This design comes from an exercise in tuning for small area, a short achievable clock period and few clock cycles per item on the open sky130 flow, not from production work. RTL that was checked went through simulation tests only; none was proved equivalent to the original. No activity file was given, so power comes from the tool's default toggle rates.

build 53:
==> flow/design.v <==
package srpb_pkg;
  localparam int COUNT_WIDTH = 16;
  localparam int VAL_WIDTH   = 16;
  localparam int CM_CFG_W    = 10;
  localparam int FRAC_BITS   = 10;
  localparam int CFG_IDX_W   = 3;
  localparam int CFG_DATA_W  = 16;
  localparam logic [FRAC_BITS-1:0] DIST_SCALE_Q10 = FRAC_BITS'(878);
  localparam logic [VAL_WIDTH-1:0] ECHO_LAST_INT  = VAL_WIDTH'(56191);
  localparam logic [FRAC_BITS-1:0] ECHO_LAST_FRAC = FRAC_BITS'(146);
  localparam logic [VAL_WIDTH-1:0] RST_TRIGGER_INTERVAL = VAL_WIDTH'(4000);
  localparam logic [CM_CFG_W-1:0]  RST_NEAR_LIMIT_CM    = CM_CFG_W'(10);
  localparam logic [CM_CFG_W-1:0]  RST_FAR_LIMIT_CM     = CM_CFG_W'(100);
  localparam logic [VAL_WIDTH-1:0] RST_NEAR_HALF_PERIOD = VAL_WIDTH'(2000);
  localparam logic [VAL_WIDTH-1:0] RST_FAR_HALF_PERIOD  = VAL_WIDTH'(20000);
  localparam logic [CM_CFG_W-1:0]  RST_TICKS_PER_CM     = CM_CFG_W'(200);
  localparam logic [VAL_WIDTH-1:0] RST_HALF_PERIOD      = VAL_WIDTH'(20000);
  typedef enum logic [CFG_IDX_W-1:0] {
    CFG_TRIGGER_INTERVAL = 3'd0,
    CFG_NEAR_LIMIT_CM    = 3'd1,
    CFG_FAR_LIMIT_CM     = 3'd2,
    CFG_NEAR_HALF_PERIOD = 3'd3,
    CFG_FAR_HALF_PERIOD  = 3'd4,
    CFG_TICKS_PER_CM     = 3'd5
  } srpb_cfg_idx_t;
  typedef struct packed {
    logic action;
    logic echo_level;
  } srpb_item_t;
  typedef struct packed {
    logic                 trigger_out;
    logic                 led_out;
    logic [VAL_WIDTH-1:0] distance_cm;
    logic                 distance_new;
  } srpb_result_t;
endpackage
module srpb_mul (
  input  logic [srpb_pkg::VAL_WIDTH-1:0] acc,
  input  logic [srpb_pkg::CM_CFG_W-1:0]  a,
  input  logic                           bit_i,
  output logic [srpb_pkg::VAL_WIDTH-1:0] sum,
  output logic                           ovf
);
  localparam int VW = srpb_pkg::VAL_WIDTH;
  logic carry;
  assign {carry, sum} = {1'b0, acc[VW-2:0], 1'b0} + {1'b0, VW'(bit_i ? a : '0)};
  assign ovf          = acc[VW-1] || carry;
endmodule
module sonar_range_proximity_blinker_unit (
  input  logic                                clk,
  input  logic                                rst,
  input  logic                                item_valid,
  output logic                                item_stall,
  input  srpb_pkg::srpb_item_t                item,
  output logic                                result_valid,
  input  logic                                result_stall,
  output srpb_pkg::srpb_result_t              result,
  input  logic                                cfg_valid,
  output logic                                cfg_ready,
  input  logic [srpb_pkg::CFG_IDX_W-1:0]      cfg_index,
  input  logic [srpb_pkg::CFG_DATA_W-1:0]     cfg_data
);
  localparam int CW = srpb_pkg::COUNT_WIDTH;
  localparam int VW = srpb_pkg::VAL_WIDTH;
  localparam int FB = srpb_pkg::FRAC_BITS;
  localparam int KW = srpb_pkg::CM_CFG_W;
  logic [VW-1:0] trigger_interval;
  logic [KW-1:0] near_limit_cm;
  logic [KW-1:0] far_limit_cm;
  logic [VW-1:0] near_half_period;
  logic [VW-1:0] far_half_period;
  logic [KW-1:0] ticks_per_cm;
  logic [CW-1:0] trigger_next;   
  logic          pulse_pending;
  logic          trigger_level;
  logic [VW-1:0] echo_int;       
  logic [FB-1:0] echo_frac;      
  logic [VW-1:0] distance_cm;
  logic [VW-1:0] half_period;
  logic          half_ovf;       
  logic [CW-1:0] blink_next;     
  logic          led_state;
  logic          distance_new;
  logic          h_tick;
  logic          h_rise;
  logic          h_fall;
  logic          e_valid;
  srpb_pkg::srpb_item_t e_item;
  logic          stall_q;        
  logic          pending;        
  logic          rv_q;           
  logic [3:0]    scale_left;     
  logic          busy;           
  logic          scale_bit;      
  logic          push;
  logic          res_ok;
  logic          proc;
  logic          do_tick;
  logic          do_rise;
  logic          do_fall;
  logic          head_free;
  srpb_pkg::srpb_item_t nh_item;
  logic          nh_valid;
  logic [CW-1:0] trigger_inc;
  logic [CW-1:0] blink_inc;
  logic          trigger_hit;
  logic          blink_hit;
  logic          echo_last;
  logic          echo_carry;
  logic          near_hit;
  logic          mid_hit;
  logic          will_scale;
  logic [3:0]    tpc_msb;
  logic          tpc_msb_bit;
  logic          scale_bit_next;
  logic [VW-1:0] scale_sum;
  logic          scale_ovf;
  logic          busy_next;
  logic          pending_next;
  assign cfg_ready    = 1'b1;
  assign item_stall   = stall_q;
  assign result_valid = rv_q;
  assign result       = {trigger_level, led_state, distance_cm, distance_new};
  assign res_ok  = !(pending && result_stall);
  assign proc    = (h_tick || h_rise || h_fall) && !busy && res_ok;
  assign do_tick = h_tick && !busy && res_ok;
  assign do_rise = h_rise && !busy && res_ok;
  assign do_fall = h_fall && !busy && res_ok;
  assign push      = item_valid && !stall_q;
  assign head_free = !(h_tick || h_rise || h_fall) || proc;
  assign nh_valid  = e_valid || push;
  assign nh_item   = e_valid ? e_item : item;
  assign trigger_inc = trigger_next + CW'(1);
  assign blink_inc   = blink_next + CW'(1);
  assign trigger_hit = trigger_next >= trigger_interval;
  assign blink_hit   = half_ovf ? (blink_next == '1) : (blink_next >= half_period);
  assign echo_carry = echo_frac >= FB'(1024 - 878);
  assign echo_last  = (echo_int == srpb_pkg::ECHO_LAST_INT) &&
                      (echo_frac == srpb_pkg::ECHO_LAST_FRAC);
  assign near_hit = (echo_int[VW-1:KW] == '0) &&
                    ({echo_int[KW-1:0], |echo_frac} <= {near_limit_cm, 1'b0});
  assign mid_hit  = (echo_int[VW-1:KW] == '0) && (echo_int[KW-1:0] < far_limit_cm);
  always_comb begin
    tpc_msb     = 4'd0;
    tpc_msb_bit = 1'b0;
    for (int i = 1; i < KW; i++) begin
      if (ticks_per_cm[i]) begin
        tpc_msb     = 4'(i);
        tpc_msb_bit = ticks_per_cm[i-1];
      end
    end
  end
  assign will_scale = !near_hit && mid_hit && (tpc_msb != 4'd0);
  always_comb begin
    scale_bit_next = 1'b0;
    for (int i = 0; i < KW - 1; i++) begin
      if (scale_left == 4'(i + 2)) scale_bit_next = ticks_per_cm[i];
    end
    if (!busy) scale_bit_next = tpc_msb_bit;
  end
  srpb_mul u_mul (
    .acc   (half_period),
    .a     (distance_cm[KW-1:0]),
    .bit_i (scale_bit),
    .sum   (scale_sum),
    .ovf   (scale_ovf)
  );
  assign busy_next    = busy ? (scale_left != 4'd1) : (do_fall && will_scale);
  assign pending_next = proc || (pending && !(rv_q && !result_stall));
  always_ff @(posedge clk) begin
    if (rst) begin
      trigger_interval <= srpb_pkg::RST_TRIGGER_INTERVAL;
      near_limit_cm    <= srpb_pkg::RST_NEAR_LIMIT_CM;
      far_limit_cm     <= srpb_pkg::RST_FAR_LIMIT_CM;
      near_half_period <= srpb_pkg::RST_NEAR_HALF_PERIOD;
      far_half_period  <= srpb_pkg::RST_FAR_HALF_PERIOD;
      ticks_per_cm     <= srpb_pkg::RST_TICKS_PER_CM;
    end else if (cfg_valid) begin
      case (cfg_index)
        srpb_pkg::CFG_TRIGGER_INTERVAL: trigger_interval <= cfg_data;
        srpb_pkg::CFG_NEAR_LIMIT_CM:    near_limit_cm    <= cfg_data[KW-1:0];
        srpb_pkg::CFG_FAR_LIMIT_CM:     far_limit_cm     <= cfg_data[KW-1:0];
        srpb_pkg::CFG_NEAR_HALF_PERIOD: near_half_period <= cfg_data;
        srpb_pkg::CFG_FAR_HALF_PERIOD:  far_half_period  <= cfg_data;
        srpb_pkg::CFG_TICKS_PER_CM:     ticks_per_cm     <= cfg_data[KW-1:0];
        default: ;
      endcase
    end
  end
  always_ff @(posedge clk) begin
    if (rst) begin
      trigger_next  <= CW'(1);
      pulse_pending <= 1'b0;
      trigger_level <= 1'b0;
      echo_int      <= '0;
      echo_frac     <= '0;
      distance_cm   <= '0;
      half_period   <= srpb_pkg::RST_HALF_PERIOD;
      half_ovf      <= 1'b0;
      blink_next    <= CW'(1);
      led_state     <= 1'b0;
      distance_new  <= 1'b0;
      h_tick        <= 1'b0;
      h_rise        <= 1'b0;
      h_fall        <= 1'b0;
      e_valid       <= 1'b0;
      stall_q       <= 1'b0;
      pending       <= 1'b0;
      rv_q          <= 1'b0;
      scale_left    <= '0;
      busy          <= 1'b0;
    end else begin
      if (do_tick) begin
        trigger_next  <= trigger_hit ? CW'(1) : trigger_inc;
        pulse_pending <= trigger_hit;
        trigger_level <= trigger_hit || (trigger_level && !pulse_pending);
        blink_next    <= blink_hit ? CW'(1) : blink_inc;
        led_state     <= led_state ^ blink_hit;
        if (echo_last) begin
          echo_int  <= '0;
          echo_frac <= '0;
        end else begin
          if (echo_carry) echo_int <= echo_int + VW'(1);
          echo_frac <= echo_frac + srpb_pkg::DIST_SCALE_Q10;
        end
      end
      if (do_rise) begin
        echo_int  <= '0;
        echo_frac <= '0;
      end
      if (proc) distance_new <= do_fall;
      if (do_fall) begin
        distance_cm <= echo_int;
        if (near_hit)                half_period <= near_half_period;
        else if (!mid_hit)           half_period <= far_half_period;
        else if (ticks_per_cm == '0) half_period <= '0;
        else                         half_period <= echo_int;
        half_ovf <= 1'b0;
        scale_left <= tpc_msb;
      end
      if (busy) begin
        half_period <= scale_sum;
        half_ovf    <= half_ovf || scale_ovf;
        scale_left  <= scale_left - 4'd1;
      end
      busy    <= busy_next;
      pending <= pending_next;
      rv_q    <= pending_next && !busy_next;
      if (head_free) begin
        h_tick  <= nh_valid && !nh_item.action;
        h_rise  <= nh_valid && nh_item.action && nh_item.echo_level;
        h_fall  <= nh_valid && nh_item.action && !nh_item.echo_level;
        e_valid <= e_valid && push;
        stall_q <= e_valid && push;
      end else begin
        e_valid <= e_valid || push;
        stall_q <= e_valid || push;
      end
    end
  end
  always_ff @(posedge clk) begin
    if (push && (e_valid || !head_free)) e_item <= item;
    scale_bit <= scale_bit_next;
  end
endmodule
==> flow/config.mk <==
export PLATFORM = sky130hd
export DESIGN_NAME = sonar_range_proximity_blinker_unit
export DESIGN_NICKNAME = sonar_range_proximity_blinker_unit
export VERILOG_FILES = /design/flow/design.v
export SDC_FILE = /design/flow/constraint.sdc
export NUM_CORES = 4
export LEC_CHECK = 0
export ABC_CLOCK_PERIOD_IN_PS = 2000
export CAP_MARGIN = 20
export CORE_MARGIN = 2
export CORE_UTILIZATION = 40
export CTS_BUF_LIST = sky130_fd_sc_hd__clkbuf_4 sky130_fd_sc_hd__clkbuf_8
export SETUP_SLACK_MARGIN = 4.3
export SLEW_MARGIN = 20
==> flow/constraint.sdc <==
create_clock -name core_clock -period 7.0 [get_ports {clk}]
set_input_delay 1.4000 -clock core_clock [delete_from_list [all_inputs] [get_ports {clk}]]
set_output_delay 1.4000 -clock core_clock [all_outputs]
set_load 0.01 [all_outputs]
standard.sh (not shown) runs the stock make flow with config.mk's settings and CLKGATE_MAP_FILE= SYNTH_SCRIPT=/design/flow/synth_recipe.tcl, a recipe that flattens the netlist after the stock synthesis.
==> flow/flow/run.sh <==
#!/bin/bash
# The standard layout, with the port buffers made from plain buffers
# (sky130_fd_sc_hd__buf_2) instead of the delay cell buffer_ports picks by default
set -euo pipefail
bash standard.sh "BUFFER_PORTS_ARGS=-buffer_cell sky130_fd_sc_hd__buf_2" finish > flow.log 2>&1
#### Input delta (trial 45 over build 53)
--- a/flow/design.v
+++ b/flow/design.v
@@ -39,11 +39,10 @@
   input  logic [srpb_pkg::CM_CFG_W-1:0]  a,
   input  logic                           bit_i,
-  output logic [srpb_pkg::VAL_WIDTH-1:0] sum,
-  output logic                           ovf
+  output logic [srpb_pkg::VAL_WIDTH-1:0] acc_next
 );
   localparam int VW = srpb_pkg::VAL_WIDTH;
-  logic carry;
-  assign {carry, sum} = {1'b0, acc[VW-2:0], 1'b0} + {1'b0, VW'(bit_i ? a : '0)};
-  assign ovf          = acc[VW-1] || carry;
+  logic [VW:0] sum;
+  assign sum      = {1'b0, acc[VW-2:0], 1'b0} + {1'b0, VW'(bit_i ? a : '0)};
+  assign acc_next = (acc[VW-1] || sum[VW]) ? '1 : sum[VW-1:0];
 endmodule
 module sonar_range_proximity_blinker_unit (
@@ -78,5 +77,4 @@
   logic [VW-1:0] distance_cm;
   logic [VW-1:0] half_period;
-  logic          half_ovf;       
   logic [CW-1:0] blink_next;     
   logic          led_state;
@@ -114,6 +112,5 @@
   logic          tpc_msb_bit;
   logic          scale_bit_next;
-  logic [VW-1:0] scale_sum;
-  logic          scale_ovf;
+  logic [VW-1:0] scale_next;
   logic          busy_next;
   logic          pending_next;
@@ -134,5 +131,5 @@
   assign blink_inc   = blink_next + CW'(1);
   assign trigger_hit = trigger_next >= trigger_interval;
-  assign blink_hit   = half_ovf ? (blink_next == '1) : (blink_next >= half_period);
+  assign blink_hit   = blink_next >= half_period;
   assign echo_carry = echo_frac >= FB'(1024 - 878);
   assign echo_last  = (echo_int == srpb_pkg::ECHO_LAST_INT) &&
@@ -160,9 +157,8 @@
   end
   srpb_mul u_mul (
-    .acc   (half_period),
-    .a     (distance_cm[KW-1:0]),
-    .bit_i (scale_bit),
-    .sum   (scale_sum),
-    .ovf   (scale_ovf)
+    .acc      (half_period),
+    .a        (distance_cm[KW-1:0]),
+    .bit_i    (scale_bit),
+    .acc_next (scale_next)
   );
   assign busy_next    = busy ? (scale_left != 4'd1) : (do_fall && will_scale);
@@ -197,5 +193,4 @@
       distance_cm   <= '0;
       half_period   <= srpb_pkg::RST_HALF_PERIOD;
-      half_ovf      <= 1'b0;
       blink_next    <= CW'(1);
       led_state     <= 1'b0;
@@ -236,10 +231,8 @@
         else if (ticks_per_cm == '0) half_period <= '0;
         else                         half_period <= echo_int;
-        half_ovf <= 1'b0;
         scale_left <= tpc_msb;
       end
       if (busy) begin
-        half_period <= scale_sum;
-        half_ovf    <= half_ovf || scale_ovf;
+        half_period <= scale_next;
         scale_left  <= scale_left - 4'd1;
       end
--- outcome ---
Result: PASS for each of trial 45 and build 53
Looking at cell with the largest stage delay on the worst path, the sky130_fd_sc_hd__inv_4 result is from build 53; the sky130_fd_sc_hd__and4_4 one comes from trial 45.
For build 53, the critical path capture point was echo_frac[2], unlike trial 45, where it was trigger_next[14].
Trial 45 vs build 53, post-synthesis to final-layout area growth went down by 0.17 points.
Summary of trial 45 over build 53: internal power summed over all cells moved down; maximum clock path buffer count level; sequential cell area share moved down.
Per the comparison of trial 45 with build 53, number of filler instances in the final layout has increased, total power now smaller, highest clock rate was more or less identical, worst-skew pair later-pin latency saw an increase.
Going from build 53 to trial 45, number of buffers and inverters on the critical path went down, xor-xnor portion of the synthesized cell area has decreased.
Summary of trial 45 over build 53: adder-cell share of the synthesized area did not really move; wire length lower.
Testbench counts of trial 45, summed over its fixed seeds: cycles 96,228, items 96,000.
Function not checked in build 53: the RTL went through the layout flow alone.

## what the ideal ports hide
No port has a modelled driver above. Below, the same layouts with a new extraction and two added sets of constraints. Step 1 assumes that a clkbuf_16 drives the clock port and a buf_2 every other input. Step 2 also shifts input and output timing later by t, the mid clock arrival at the registers, as if the neighbouring blocks saw the same clock. Slacks: ideal ports / drivers / drivers and shift; pairs: ideal ports / drivers.
run | t, ns | slack for setup (ns) | slew at the worst register clock pin (ns) | worst slew at a driven data input, ns
build 53 | 0.502 | 4.377 / 4.392 / 3.890 | 0.10 / 0.10 | 0.04
trial 45 | 0.510 | 4.373 / 4.389 / 3.884 | 0.11 / 0.11 | 0.04
After both steps every run listed still meets setup and hold. The setup slack of trial 45, which loses most, moves by +0.016 ns with the drivers and by -0.489 ns with both steps.
